Background: an optimization exercise with open tools, aiming at small area, a short achievable clock period and few clock cycles per item. Do not read the settings as production practice.
Function was checked by simulation only, so behaviour that the tests miss may differ from the original.

[flow/design.v]
package sfp_pkg;
    localparam int DIM_W    = 13;
    localparam int POS_X_W  = 12;
    localparam int POS_Y_W  = 18;
    localparam int STATUS_W = 3;
    localparam int HGT_W    = 19;
    localparam logic OP_PLACE = 1'b0;
    localparam logic OP_CLEAR = 1'b1;
    localparam logic [STATUS_W-1:0] ST_OLD_SHELF = 3'd0;
    localparam logic [STATUS_W-1:0] ST_NEW_SHELF = 3'd1;
    localparam logic [STATUS_W-1:0] ST_TOO_WIDE  = 3'd2;
    localparam logic [STATUS_W-1:0] ST_FULL      = 3'd3;
    localparam logic [STATUS_W-1:0] ST_CLEARED   = 3'd4;
    typedef struct packed {
        logic [DIM_W-1:0] used;
        logic [DIM_W-1:0] height;
    } shelf_t;
    typedef struct packed {
        logic [POS_X_W-1:0]  pos_x;
        logic [POS_Y_W-1:0]  pos_y;
        logic [STATUS_W-1:0] status;
        logic [HGT_W-1:0]    sheet_height;
    } result_t;
    typedef struct packed {
        logic    valid;
        result_t res;
    } push_t;
endpackage
module shelf_first_fit_packer (
    input  logic                         clk,
    input  logic                         rst_n,
    input  logic                         in_valid,
    output logic                         in_ready,
    input  logic                         in_op,
    input  logic [sfp_pkg::DIM_W-1:0]    in_rect_width,
    input  logic [sfp_pkg::DIM_W-1:0]    in_rect_height,
    output logic                         out_valid,
    input  logic                         out_ready,
    output logic [sfp_pkg::POS_X_W-1:0]  out_pos_x,
    output logic [sfp_pkg::POS_Y_W-1:0]  out_pos_y,
    output logic [sfp_pkg::STATUS_W-1:0] out_status,
    output logic [sfp_pkg::HGT_W-1:0]    out_sheet_height,
    input  logic                         cfg_wr_en,
    input  logic [sfp_pkg::DIM_W-1:0]    cfg_wr_data
);
    localparam int N       = 64;
    localparam int NG      = 8;             
    localparam int DW      = sfp_pkg::DIM_W;
    localparam int XW      = sfp_pkg::POS_X_W;
    localparam int YW      = sfp_pkg::POS_Y_W;
    localparam int SW      = sfp_pkg::STATUS_W;
    localparam int HW      = sfp_pkg::HGT_W;
    localparam int RW      = XW + YW + SW + HW;
    localparam int MAX_DIM = 4096;
    function automatic logic ge13(input logic [DW-1:0] a, input logic [DW-1:0] b);
        logic [15:0] g;
        logic [15:0] p;
        g = '0;
        p = '1;
        g[DW-1:0] = a & ~b;
        p[DW-1:0] = a | ~b;
        for (int l = 0; l < 4; l++)
        begin
            for (int i = 0; i < (16 >> (l + 1)); i++)
            begin
                g[i] = g[2*i+1] | (p[2*i+1] & g[2*i]);
                p[i] = p[2*i+1] & p[2*i];
            end
        end
        ge13 = g[0] | p[0];
    endfunction
    function automatic logic [DW-1:0] add13(input logic [DW-1:0] a, input logic [DW-1:0] b);
        logic [15:0] g;
        logic [15:0] p;
        logic [DW-1:0] x;
        g = '0;
        p = '0;
        g[DW-1:0] = a & b;
        p[DW-1:0] = a ^ b;
        x = p[DW-1:0];
        for (int l = 0; l < 4; l++)
        begin
            for (int i = 0; i < 16; i++)
            begin
                if ((i >> l) & 1)
                begin
                    g[i] = g[i] | (p[i] & g[((i >> l) << l) - 1]);
                    p[i] = p[i] & p[((i >> l) << l) - 1];
                end
            end
        end
        add13 = x ^ {g[DW-2:0], 1'b0};
    endfunction
    function automatic logic [2*YW-1:0] csa(input logic [YW-1:0] a,
                                            input logic [YW-1:0] b,
                                            input logic [YW-1:0] c);
        logic [YW-1:0] s;
        logic [YW-1:0] cy;
        s  = a ^ b ^ c;
        cy = (a & b) | (a & c) | (b & c);
        csa = {cy[YW-2:0], 1'b0, s};
    endfunction
    logic halt_r;        
    logic in_ready_r;    
    logic accept;
    assign in_ready = in_ready_r;
    assign accept   = in_valid && in_ready_r;
    logic [DW-1:0] sw_r;
    logic [DW-1:0] effw;
    always_ff @(posedge clk or negedge rst_n)
    begin
        if (!rst_n)
            sw_r <= DW'(1024);
        else if (cfg_wr_en)
            sw_r <= cfg_wr_data;
    end
    assign effw = (sw_r[12] && (sw_r[11:0] != '0)) ? DW'(MAX_DIM) : sw_r;
    logic          vi;
    logic          opi;
    logic [DW-1:0] wi;
    logic [DW-1:0] hi;
    always_ff @(posedge clk or negedge rst_n)
    begin
        if (!rst_n)
            vi <= 1'b0;
        else if (!halt_r)
            vi <= accept;
    end
    always_ff @(posedge clk)
    begin
        if (!halt_r)
        begin
            opi <= in_op;
            wi  <= in_rect_width;
            hi  <= in_rect_height;
        end
    end
    logic          v0;
    logic          op0;
    logic          tw0;
    logic [DW-1:0] w0;
    logic [DW-1:0] h0;
    logic [DW-1:0] thr0;      
    logic [DW-1:0] thr1;      
    logic          t1neg;     
    logic [DW:0]   thr1_in;
    assign thr1_in = {1'b0, thr0} - {1'b0, wi};
    always_ff @(posedge clk or negedge rst_n)
    begin
        if (!rst_n)
            v0 <= 1'b0;
        else if (!halt_r)
            v0 <= vi;
    end
    always_ff @(posedge clk)
    begin
        if (!halt_r)
        begin
            op0   <= opi;
            tw0   <= (wi == '0) || (wi > effw) || (hi > DW'(MAX_DIM));
            w0    <= wi;
            h0    <= hi;
            thr0  <= effw - wi;
            thr1  <= thr1_in[DW] ? '0 : thr1_in[DW-1:0];
            t1neg <= thr1_in[DW];
        end
    end
    logic          v1;
    logic          op1;
    logic          tw1;
    logic [DW-1:0] w1;
    logic [DW-1:0] h1;
    always_ff @(posedge clk or negedge rst_n)
    begin
        if (!rst_n)
            v1 <= 1'b0;
        else if (!halt_r)
            v1 <= v0;
    end
    always_ff @(posedge clk)
    begin
        if (!halt_r)
        begin
            op1 <= op0;
            tw1 <= tw0;
            w1  <= w0;
            h1  <= h0;
        end
    end
    logic [DW-1:0] w2;        
    logic [DW-1:0] selu;      
    logic [6:0]    n_r;
    logic [HW-1:0] t_r;
    logic [DW-1:0] used [N];
    logic [DW-1:0] hgt  [N];
    logic [YW-1:0] ybase [1:N/NG-1];
    logic [N-1:0]  pvalid;    
    logic [N-1:0]  isn;       
    always_comb
    begin
        for (int k = 0; k < N; k++)
        begin
            pvalid[k] = (n_r > 7'(k));
            isn[k]    = (n_r == 7'(k));
        end
    end
    logic [N-1:0]  f0;
    logic [N-1:0]  f1;
    logic          scal;
    logic          nclr1;     
    assign scal  = !t1neg && ge13(h1, h0);
    assign nclr1 = !(v1 && op1);
    logic [DW:0]   ta;
    logic [DW:0]   tb;
    logic [DW-1:0] selu_g [N/NG];
    logic [DW-1:0] selz_g [N/NG];
    logic [DW-1:0] newu_g [N/NG];
    logic [N/NG-1:0] c0s;
    logic [N/NG-1:0] c1s;
    assign ta  = {1'b0, thr0} - {1'b0, w2};
    assign tb  = {1'b0, thr1} - {1'b0, w2};
    always_comb
    begin
        for (int g = 0; g < N / NG; g++)
        begin
            selu_g[g] = '0;
            for (int j = 0; j < NG; j++)
                selu_g[g] = selu_g[g] | (used[g*NG+j] & {DW{tg_r[g*NG+j]}});
            selz_g[g] = fit2 ? selu_g[g] : '0;
            newu_g[g] = add13(selz_g[g], w2);
            c0s[g]    = !ta[DW] && ge13(ta[DW-1:0], selz_g[g]);
            c1s[g]    = !tb[DW] && ge13(tb[DW-1:0], selz_g[g]);
        end
    end
    always_comb
    begin
        for (int k = 0; k < N; k++)
        begin
            f0[k] = nclr1 && pvalid[k] && ge13(hgt[k], h0)
                    && (tg_r[k] ? c0s[k/NG] : ge13(thr0, used[k]));
            f1[k] = nclr1 && pvalid[k] && ge13(hgt[k], h0)
                    && (tg_r[k] ? c1s[k/NG] : ge13(thr1, used[k]));
        end
    end
    logic [N-1:0]  fit_r;      
    logic [N-1:0]  tg_r;       
    logic [N-1:0]  fit;
    logic [N-1:0]  pfx;
    logic [N-1:0]  fsel;
    logic          any;
    logic          go1;
    logic          place1;
    logic          clr1;
    logic          open1;
    logic [N-1:0]  upd;
    logic [N-1:0]  opn;
    always_comb
    begin
        for (int k = 0; k < N; k++)
        begin
            fit[k] = fit_r[k];
        end
    end
    always_comb
    begin
        logic [N-1:0] p;
        p = fit;
        for (int l = 0; l < 6; l++)
        begin
            for (int k = 0; k < N; k++)
            begin
                if ((k >> l) & 1)
                    p[k] = p[k] | p[((k >> l) << l) - 1];
            end
        end
        pfx = p;
    end
    assign fsel   = fit & ~{pfx[N-2:0], 1'b0};
    assign any    = pfx[N-1];
    assign go1    = v1 && !halt_r;
    assign place1 = go1 && !op1 && !tw1;
    assign clr1   = go1 && op1;
    assign open1  = place1 && !any && !n_r[6];
    assign upd    = {N{place1}} & fsel;
    assign opn    = {N{open1}} & isn;
    generate
        for (genvar k = 0; k < N; k++)
        begin : g_sh
            always_ff @(posedge clk)
            begin
                if (tg_r[k] && !halt_r)
                    used[k] <= newu_g[k/NG];
                if (isn[k] && !halt_r)
                    hgt[k] <= h1;
            end
        end
    endgenerate
    generate
        for (genvar g = 1; g < N / NG; g++)
        begin : g_yb
            always_ff @(posedge clk)
            begin
                if (!pvalid[g * NG] && !halt_r)
                    ybase[g] <= t_r[YW-1:0];
            end
        end
    endgenerate
    always_ff @(posedge clk or negedge rst_n)
    begin
        if (!rst_n)
        begin
            n_r <= '0;
            t_r <= '0;
        end
        else if (clr1)
        begin
            n_r <= '0;
            t_r <= '0;
        end
        else if (open1)
        begin
            n_r <= n_r + 7'd1;
            t_r <= t_r + HW'(h1);
        end
    end
    always_ff @(posedge clk)
    begin
        if (!halt_r)
        begin
            tg_r    <= upd | opn;
            for (int k = 0; k < N; k++)
                fit_r[k] <= upd[k] ? f1[k] : (f0[k] || (opn[k] && scal));
        end
    end
    logic          v2;
    logic [SW-1:0] st2;
    logic [HW-1:0] sh2;
    logic          pv2;       
    logic          fit2;      
    always_ff @(posedge clk or negedge rst_n)
    begin
        if (!rst_n)
            v2 <= 1'b0;
        else if (!halt_r)
            v2 <= v1;
    end
    always_ff @(posedge clk)
    begin
        if (!halt_r)
        begin
            w2 <= w1;
            fit2 <= any;
            if (op1)
            begin
                st2 <= sfp_pkg::ST_CLEARED;
                sh2 <= '0;
                pv2 <= 1'b0;
            end
            else if (tw1)
            begin
                st2 <= sfp_pkg::ST_TOO_WIDE;
                sh2 <= t_r;
                pv2 <= 1'b0;
            end
            else if (any)
            begin
                st2 <= sfp_pkg::ST_OLD_SHELF;
                sh2 <= t_r;
                pv2 <= 1'b1;
            end
            else if (n_r[6])
            begin
                st2 <= sfp_pkg::ST_FULL;
                sh2 <= t_r;
                pv2 <= 1'b0;
            end
            else
            begin
                st2 <= sfp_pkg::ST_NEW_SHELF;
                sh2 <= t_r + HW'(h1);
                pv2 <= 1'b1;
            end
        end
    end
    logic [NG-1:0]   gsel;    
    logic [NG-2:0]   offm;    
    always_comb
    begin
        selu = '0;
        for (int g = 0; g < N / NG; g++)
            selu = selu | selu_g[g];
        gsel = '0;
        offm = '0;
        for (int g = 0; g < N / NG; g++)
        begin
            for (int j = 0; j < NG; j++)
            begin
                gsel[g] = gsel[g] | tg_r[g*NG+j];
                for (int p = 0; p < j; p++)
                    offm[p] = offm[p] | tg_r[g*NG+j];
            end
        end
    end
    logic          v3;
    logic [SW-1:0] st3;
    logic [XW-1:0] px3;
    logic [HW-1:0] sh3;
    logic [NG-1:0] gsel3;
    logic [NG-2:0] offm3;
    always_ff @(posedge clk or negedge rst_n)
    begin
        if (!rst_n)
            v3 <= 1'b0;
        else if (!halt_r)
            v3 <= v2;
    end
    always_ff @(posedge clk)
    begin
        if (!halt_r)
        begin
            st3  <= st2;
            sh3  <= sh2;
            px3  <= (st2 == sfp_pkg::ST_OLD_SHELF) ? selu[XW-1:0] : '0;
            gsel3 <= pv2 ? gsel : '0;
            offm3 <= pv2 ? offm : '0;
        end
    end
    logic [YW-1:0] op [NG];
    logic [YW-1:0] ty [3];
    always_comb
    begin
        op[0] = '0;
        for (int g = 1; g < N / NG; g++)
            op[0] = op[0] | (ybase[g] & {YW{gsel3[g]}});
        for (int p = 0; p < NG - 1; p++)
        begin
            op[p + 1] = '0;
            for (int g = 0; g < N / NG; g++)
                op[p + 1] = op[p + 1] | (YW'(hgt[g*NG+p]) & {YW{gsel3[g] && offm3[p]}});
        end
    end
    always_comb
    begin
        logic [YW-1:0] s1, c1, s2, c2, s3, c3, s4, c4;
        {c1, s1} = csa(op[0], op[1], op[2]);
        {c2, s2} = csa(op[3], op[4], op[5]);
        {c3, s3} = csa(s1, c1, s2);
        {c4, s4} = csa(c2, op[6], op[7]);
        {ty[1], ty[0]} = csa(s3, c3, s4);
        ty[2] = c4;
    end
    logic          v4;
    logic [SW-1:0] st4;
    logic [XW-1:0] px4;
    logic [HW-1:0] sh4;
    logic [YW-1:0] ty4 [3];
    always_ff @(posedge clk or negedge rst_n)
    begin
        if (!rst_n)
            v4 <= 1'b0;
        else if (!halt_r)
            v4 <= v3;
    end
    always_ff @(posedge clk)
    begin
        if (!halt_r)
        begin
            st4 <= st3;
            px4 <= px3;
            sh4 <= sh3;
            for (int i = 0; i < 3; i++)
                ty4[i] <= ty[i];
        end
    end
    logic [YW-1:0] posy;
    always_comb
    begin
        logic [YW-1:0] s1, c1;
        {c1, s1} = csa(ty4[0], ty4[1], ty4[2]);
        posy = s1 + c1;
    end
    logic          head_v;
    logic          skid_v;
    logic [RW-1:0] head_d;
    logic [RW-1:0] skid_d;
    logic [RW-1:0] new_d;
    logic          push;
    logic          pop;
    logic          head_v_nx;
    logic          skid_v_nx;
    assign new_d = {px4, posy, st4, sh4};
    assign push  = v4 && !halt_r;
    assign pop   = head_v && out_ready;
    always_comb
    begin
        head_v_nx = head_v;
        skid_v_nx = skid_v;
        if (pop)
        begin
            if (skid_v)
                skid_v_nx = push;
            else
                head_v_nx = push;
        end
        else if (push)
        begin
            if (head_v)
                skid_v_nx = 1'b1;
            else
                head_v_nx = 1'b1;
        end
    end
    always_ff @(posedge clk or negedge rst_n)
    begin
        if (!rst_n)
        begin
            head_v     <= 1'b0;
            skid_v     <= 1'b0;
            halt_r     <= 1'b0;
            in_ready_r <= 1'b1;
        end
        else
        begin
            head_v     <= head_v_nx;
            skid_v     <= skid_v_nx;
            halt_r     <= head_v_nx && skid_v_nx;
            in_ready_r <= !(head_v_nx && skid_v_nx);
        end
    end
    always_ff @(posedge clk)
    begin
        if (pop || !head_v)
            head_d <= skid_v ? skid_d : new_d;
        if (pop || !skid_v)
            skid_d <= new_d;
    end
    assign out_valid        = head_v;
    assign out_pos_x        = head_d[RW-1 -: XW];
    assign out_pos_y        = head_d[HW+SW +: YW];
    assign out_status       = head_d[HW +: SW];
    assign out_sheet_height = head_d[HW-1:0];
endmodule
[flow/run.sh]
#!/bin/bash
# synth_recipe.tcl (not shown) runs the flow's synth.tcl, then flattens the netlist and writes it again
# the make line also repeats each setting of config.mk as NAME=value (left out here)
make -C /OpenROAD-flow-scripts/flow DESIGN_CONFIG=/design/flow/config.mk WORK_HOME=/design/flow/orfs CLKGATE_MAP_FILE= SYNTH_SCRIPT=/design/flow/synth_recipe.tcl finish
[flow/config.mk]
export PLATFORM = sky130hd
export DESIGN_NAME = shelf_first_fit_packer
export DESIGN_NICKNAME = shelf_first_fit_packer
export VERILOG_FILES = /design/flow/design.v
export SDC_FILE = /design/flow/constraint.sdc
export NUM_CORES = 4
export LEC_CHECK = 0
export ABC_AREA = 1
export ABC_CLOCK_PERIOD_IN_PS = 1200
export CAP_MARGIN = 20
export CORE_MARGIN = 2
export CORE_UTILIZATION = 50
export SETUP_SLACK_MARGIN = 3.75
export SLEW_MARGIN = 30
[flow/constraint.sdc]
create_clock -name core_clock -period 7.0 [get_ports {clk}]
set_input_delay 1.4000 -clock core_clock [delete_from_list [all_inputs] [get_ports {clk}]]
set_output_delay 1.4000 -clock core_clock [all_outputs]
set_load 0.01 [all_outputs]
==> out/results.ini <==
[status]
outcome=timing/DRC/antenna clean

[cts]
clockRootBuffer=clkbuf_16
htree_num_levels=5
clk_pin_slew_ns=0.06
clkLatencyLatePin_ns=0.97
cts_tree=yes
cts_buffers=277
clock_tree.buffer_depth=4
clock-sinks=2347

[global_route]
grt_pass1_vias=124547
grt.busiest_layer=met2
overflow=0
grt_use_met3_pct=13.1
grt_use_met2_pct=66.2
antenna_found_initial=55
grt_max_degree=115
grt_util_all_layers_pct=45.9
gr-usage-met1_pct=58.6
grt_pass1_wl_um=931000

[timing]
setup_viol=0
drv_slew=0
layout_worst_path_cycle_share_pct=52.8
max_freq_mhz=271
worst_slack_ns=3.30
min_period_ns=3.70
rsz0062_at_grt=yes
tightest_slew_ns=1.07
finClkSkew_ns=0.0479
slew_headroom_pct=28.4
hold_viol=0
setup_tns_ns=0

[worst_setup_path]
r2r-end=ty4[0][12]
worstSetupPathDepth=11
reg2reg_slack_ns=3.30
rr_worst_depth=11
crit_slowest_cell=fa_2
cp-end-kind=flip-flop
crit_family=adder cells
critPathMaxStageDelay_ns=0.56
cp-start-kind=flip-flop
crit_fanout=7
critPathBufInv=4
r2r_start=gsel3[2]
cp_cell_sequence=buf_12 > buf_12 > nand2_8 > clkinvlp_4 > a221oi_2 > o211ai_1 > a221oi_2 > fa_2 > fa_1 > inv_2 > fa_2
worst-setup-path-type=flip-flop to flip-flop
critPathArrivalTime_ns=4.38
crit_required_ns=7.68

[placed_design]
gp_congestion=1.04
dp_cells=20619
dpl.hpwl_um=471000
dp_slack_ns=2.07
port_buffers=98

[worst_hold_path]
hold_path.class=input pin to asynchronous set/reset pin

[route]
postRouteAntennaNets=0
wl_per_cell_um=31.3
num_vias=140518
vias_per_cell=6.42
drt_iter0_markers=23294
dr.pass1.iters=8
wl_um=686000
drc=0

[layout]
design.final.nets=18259
drive_gt1_share_pct=16.2
stdcell_count=21892
syn_to_final_growth_pct=22.2

[die]
initial_utilization_pct=50.3
die_area_mm2=0.285
die_y_um=534
design.core.area_mm2=0.280
fp-row-count=194
num_io_pins=99
die_x_um=534

[synth]
ys_top_cells_by_area=edfxtp_1, nand2_1, o21ai_0, inv_1, nor2_1
syn_avg_cell_area_um2=8.18
synthesis.area_mm2=0.141
ys_warn_count=10
synthTopCellsByCount=nand2_1, edfxtp_1, inv_1
ys_async_sr_fraction_pct=2.09
ys_ff_latch=2347
yosys.area.top_type=edfxtp_1
yosysTopAreaCellShare_pct=49.1
synth_ff_type=edfxtp_1
seq_area_frac_synth_pct=50.0
syn_nets=17533
syn_inst=17195
synth-edff-count=2298
synth_most_common_cell=nand2_1
synth_cell_types=63

[run]
max_cap_violations=0

==> cell type report <==
cell class / count / area, µm²
diodes: 33 / 82.6
clock buffers: 351 / 7470
clock inverters: 142 / 1680
fillers: 24296 / 108000
inverters: 1889 / 7600
multi-input cells: 12182 / 67900
flip-flops and latches: 2347 / 70200
well taps: 3724 / 4660
repair buffers: 1217 / 12100
repair inverters: 7 / 78.8
==> cells in the final DEF, fill, tap and decap left out, drive strengths merged, types with 173 or more instances in the layout <==
cell type and n:
inv 1837, nand4 173, nor2 1544, ha 179, clkbuf 364, o211ai 178
nand2 5116, o21ai 1528, a21oi 581, o22ai 893, nand3 712, buf 1102
edfxtp 2298, nor3 186
==> what timing repair did <==
item,CTS,global route
setup endpoints to repair,1150,777
gates cloned,21,18
pin swaps,206,376
setup buffers,501,206
hold buffers,0,0
resized for setup,1298,874
==> sequential cells by signal, summed over array words and instances, names as in the netlist, 19 cells and up <==
signal  count
sh4        19
ybase     126
sh2        19
fit_r      64
used      832
ty4        46
tg_r       64
hgt       832
skid_d     52
sh3        19
t_r        19
head_d     52
==> stage by stage <==
step	instance area (µm²)	util, %	hold WS, ns
4_1_cts	166000	59.5	0.318
2_1_floorplan	141000	-	0.400
3_3_place_gp	147000	52.4	0.400
5_1_grt	172000	61.4	0.326
6_report	172000	61.4	0.323
3_5_place_dp	147000	52.6	0.405
==> worst max-delay path by stage <==
| stage | startpoint | end | slack [ns] |
|---|---|---|---|
| after detailed placement | tg_r[17] | used[20][9] | 2.07 |
| after global placement | tg_r[17] | used[20][9] | 2.11 |
| after global routing | gsel3[2] | ty4[0][10] | 3.27 |
| final | gsel3[2] | ty4[0][12] | 3.30 |
| after floorplan | gsel3[3] | ty4[0][6] | 3.73 |
| after CTS | offm3[3] | ty4[0][12] | 3.32 |
==> kinds of logic after synthesis <==
logic type | count (synthesis) | share of synthesized area [%]
AOI/OAI and AO/OA | 3881 | 16.4
xor gates and xnor gates | 121 | 0.754
adders and majority gates | 293 | 3.22
buffers and inverters | 2676 | 7.18
DFF | 2347 | 50.0
muxes | 2 | 0.0160
and+or+nand+nor | 7875 | 22.5
==> layer usage <==
layer | part of all wire, % | vias to the layer above
li1 | - | 60989
met1 | 35 | 66172
met2 | 41 | 10844
met3 | 14 | 2477
met4 | 9.1 | 36
met5 | 0.032 | -
Testbench counts, summed over its fixed seeds: cycles 9,291, items 9,235.

re-timing with driven ports:
How much do the figures lean on ideal ports? The routed layout below was timed once more, with nothing changed but the port constraints. Step 1 (the two cells are an assumption about what drives the block):
set clk [get_ports {clk}]
set_driving_cell -lib_cell sky130_fd_sc_hd__clkbuf_16 $clk
set_driving_cell -lib_cell sky130_fd_sc_hd__buf_2 [delete_from_list [all_inputs] $clk]
Step 2 also shifts input and output timing later by t, the mid clock arrival at the registers, as if the neighbouring blocks saw the same clock. Three values: no drivers, after step 1, after step 2; two values: the first two.
shift t [ns]: 1.036
setup WS [ns]: 3.304 / 3.304 / 3.304
worst slew at a driven data input, ns: 0.08
pins driven straight from the clock port: 1
After both steps setup and hold are still met in this run. The setup slack of this run moves by 0.000 ns with the drivers and by 0.000 ns with both steps.
